Background: an optimization exercise with open tools, aiming at small area, a short achievable clock period and few clock cycles per item. Do not read the settings as production practice. At most, simulation tests tie the RTL to the original design; equivalence was not proved.

== S ==
## rgb_to_hsv_converter
module rgb_to_hsv_converter (
  input  wire logic        clk_i,
  input  wire logic        rst_ni,
  input  wire logic        in_valid_i,
  output logic             in_stall_o,
  input  wire logic [23:0] in_word_i,
  output logic             out_valid_o,
  input  wire logic        out_stall_i,
  output logic [30:0]      out_word_o
);
  logic adv;
  logic [23:0] q1_pix;
  logic q1_v;
  logic [7:0] x2_r;
  logic [7:0] x2_g;
  logic [7:0] x2_b;
  logic [8:0] x2_drg;
  logic [8:0] x2_drb;
  logic [8:0] x2_dgb;
  logic [7:0] x2_arg;
  logic [7:0] x2_arb;
  logic [7:0] x2_agb;
  logic [2:0] x2_k;
  logic [7:0] x2_M;
  logic [7:0] x2_D;
  logic [7:0] x2_mag;
  logic [11:0] x2_x;
  logic [7:0] x2_nd;
  assign x2_r = q1_pix[23:16];
  assign x2_g = q1_pix[15:8];
  assign x2_b = q1_pix[7:0];
  assign x2_drg = {1'b0, x2_r} - {1'b0, x2_g};
  assign x2_arg = x2_drg[8] ? x2_g - x2_r : x2_drg[7:0];
  assign x2_drb = {1'b0, x2_r} - {1'b0, x2_b};
  assign x2_arb = x2_drb[8] ? x2_b - x2_r : x2_drb[7:0];
  assign x2_dgb = {1'b0, x2_g} - {1'b0, x2_b};
  assign x2_agb = x2_dgb[8] ? x2_b - x2_g : x2_dgb[7:0];
  always_comb begin
    if (~x2_drg[8] & ~x2_drb[8]) begin
      x2_M = x2_r;
      if (~x2_dgb[8]) begin x2_k = 3'd0; x2_D = x2_arb; x2_mag = x2_agb; end
      else begin x2_k = 3'd5; x2_D = x2_arg; x2_mag = x2_arb; end
    end else if (~x2_dgb[8]) begin
      x2_M = x2_g;
      if (~x2_drb[8]) begin x2_k = 3'd1; x2_D = x2_agb; x2_mag = x2_arg; end
      else begin x2_k = 3'd2; x2_D = x2_arg; x2_mag = x2_arb; end
    end else begin
      x2_M = x2_b;
      if (~x2_drg[8]) begin x2_k = 3'd4; x2_D = x2_agb; x2_mag = x2_arg; end
      else begin x2_k = 3'd3; x2_D = x2_arb; x2_mag = x2_agb; end
    end
  end
  assign x2_x = {x2_mag, 4'd0} - {4'd0, x2_mag};
  assign x2_nd = 8'd0 - x2_D;
  logic [7:0] x2_hr;
  logic [3:0] x2_hn;
  assign x2_hr = x2_x[11:4];
  assign x2_hn = x2_x[3:0];
  logic [2:0] q2_k;
  logic [7:0] q2_M;
  logic [7:0] q2_D;
  logic [7:0] q2_nd;
  logic [7:0] q2_hr;
  ...
Size in the first run: roughly 2500 cells after synthesis, about 330 flip-flops, ~61 I/O pins.
Settings: LEC_CHECK=0, ABC_AREA=1, CAP_MARGIN=20, CORE_MARGIN=2, CORE_UTILIZATION=60, CTS_CLUSTER_DIAMETER=100, CTS_CLUSTER_SIZE=30, SETUP_SLACK_MARGIN=4.0, SLEW_MARGIN=20; clock period 7.5 ns.
run.sh (not shown) runs the stock make flow with config.mk's settings and CLKGATE_MAP_FILE= SYNTH_SCRIPT=/design/flow/synth_recipe.tcl, a recipe that flattens the netlist after the stock synthesis.
Looking at the reports, S completed the entire flow and the layout it produced met the timing, design-rule and antenna checks.
Input-level comparison between T and S:
Settings: changing CTS_CLUSTER_SIZE from 30 to 24; changing CTS_CLUSTER_DIAMETER from 100 to 80.
### Flow results
On T: non-clock buffer instance count of the final layout is 2 higher than what S gave. From S to T the numbers moved as follows: worst-path maximum fanout shows an increase of 1. The utilization of T exceeds that of S by 1.1 points. The final period utilization of S and that of T are within noise of each other. The global-route track usage on met3 was comparable across S and T. T against S: area overhead of the layout relative to synthesis up 1.7 points, met1 track demand over resource in global routing up 0.44 points, fmax flat. Routability-driven placement congestion ratio: S vs T identical.
No run of this note included a check of the RTL's function; only the layout flow was run.


Another version of the RTL of rgb_to_hsv_converter (not shown whole).
Size: roughly 2,000 cells after synthesis, about 360 flip-flops, ~61 I/O pins.
Settings: LEC_CHECK=0, ABC_CLOCK_PERIOD_IN_PS=4000, CAP_MARGIN=20, CORE_MARGIN=2, CORE_UTILIZATION=60, SETUP_SLACK_MARGIN=3.3, SLEW_MARGIN=20; clock period 7.5 ns.
Next try:
- SETUP_SLACK_MARGIN: 3.3 -> not set
What happened: The new run completed without violations. Synthesized cell count does not change. Core utilization shrinks by 8.6 points. Setup slack degrades by 0.93 ns. Via count shrinks by 7.7%. First-iteration DRC count shrinks by 13%. Wire length shrinks by 15%. Global-route usage shrinks by 1.7 points. Register-to-register slack degrades by 1.2 ns. Worst hold slack degrades by 0.011 ns. Area after synthesis stays the same. Die area does not change.
No run of this note included a check of the RTL's function; only the layout flow was run.


Another version of the RTL of rgb_to_hsv_converter (not shown whole).
Size in the first run: roughly 2500 cells after synthesis, roughly 61 I/O pins.
==> flow/config.mk <==
export PLATFORM = sky130hd
export DESIGN_NAME = rgb_to_hsv_converter
export DESIGN_NICKNAME = rgb_to_hsv_converter
export VERILOG_FILES = /design/flow/design.v
export SDC_FILE = /design/flow/constraint.sdc
export NUM_CORES = 4
export LEC_CHECK = 0
export ABC_AREA = 1
export CAP_MARGIN = 20
export CORE_MARGIN = 2
export CORE_UTILIZATION = 50
export CTS_CLUSTER_DIAMETER = 100
export CTS_CLUSTER_SIZE = 30
export SETUP_SLACK_MARGIN = 3.9
export SLEW_MARGIN = 20
==> flow/constraint.sdc <==
create_clock -name core_clock -period 7.5 [get_ports {clk_i}]
set_input_delay 1.5000 -clock core_clock [delete_from_list [all_inputs] [get_ports {clk_i}]]
set_output_delay 1.5000 -clock core_clock [all_outputs]
set_load 0.01 [all_outputs]
Testbench counts at the start, summed over its fixed seeds: cycles 24,064, pixels 24,000.
Rerun with:
--- a/flow/config.mk
+++ b/flow/config.mk
@@ -9,7 +9,7 @@
 export CAP_MARGIN = 20
 export CORE_MARGIN = 2
-export CORE_UTILIZATION = 50
+export CORE_UTILIZATION = 55
 export CTS_CLUSTER_DIAMETER = 100
 export CTS_CLUSTER_SIZE = 30
-export SETUP_SLACK_MARGIN = 3.9
+export SETUP_SLACK_MARGIN = 4.1
 export SLEW_MARGIN = 20
=> Die area falls by 8.9%; via count rises by 3.5%; worst hold slack loses 0.0032 ns; routed wire length rises by 4.8%; fmax rises by 2.8%; global-route usage rises by 2.6 points; register-to-register slack gains 0.10 ns; clock-buffer cell count falls by 1; critical path depth does not change.

==> afterwards: timing with drivers on the ports <==
How much do the figures lean on ideal ports? The routed layouts below were timed once more, with nothing changed but the port constraints. Step 1 (the two cells are an assumption about what drives the block):
set clk [get_ports {clk_i}]
set_driving_cell -lib_cell sky130_fd_sc_hd__clkbuf_16 $clk
set_driving_cell -lib_cell sky130_fd_sc_hd__buf_2 [delete_from_list [all_inputs] $clk]
Step 2, shift: input delay + t, output delay - t, t = (earliest + latest rising clock arrival at the registers) / 2. This alone moves slack from input paths to output paths. Slacks: no drivers / after step 1 / after step 2; pairs: no drivers / after step 1.
run | t (ns) | setup WS [ns] | slew at the worst register clock pin (ns) | pins driven straight from the clock port
S | 0.574 | 3.606 / 3.606 / 3.606 | 0.11 / 0.11 | 1
T | 0.597 | 3.609 / 3.609 / 3.609 | 0.09 / 0.09 | 1
the first run of note 2 | 0.588 | 2.910 / 2.850 / 3.021 | 0.06 / 0.06 | 1
the second run of note 2 | 0.582 | 1.985 / 1.985 / 1.985 | 0.06 / 0.06 | 1
the first run of note 3 | 0.580 | 4.034 / 4.002 / 3.489 | 0.11 / 0.11 | 1
the second run of note 3 | 0.568 | 4.128 / 4.066 / 3.632 | 0.11 / 0.11 | 1
After both steps setup and hold are still met in every run listed. For the first run of note 3, which loses most, drivers alone change the setup slack by -0.032 ns; drivers and shift together by -0.545 ns.
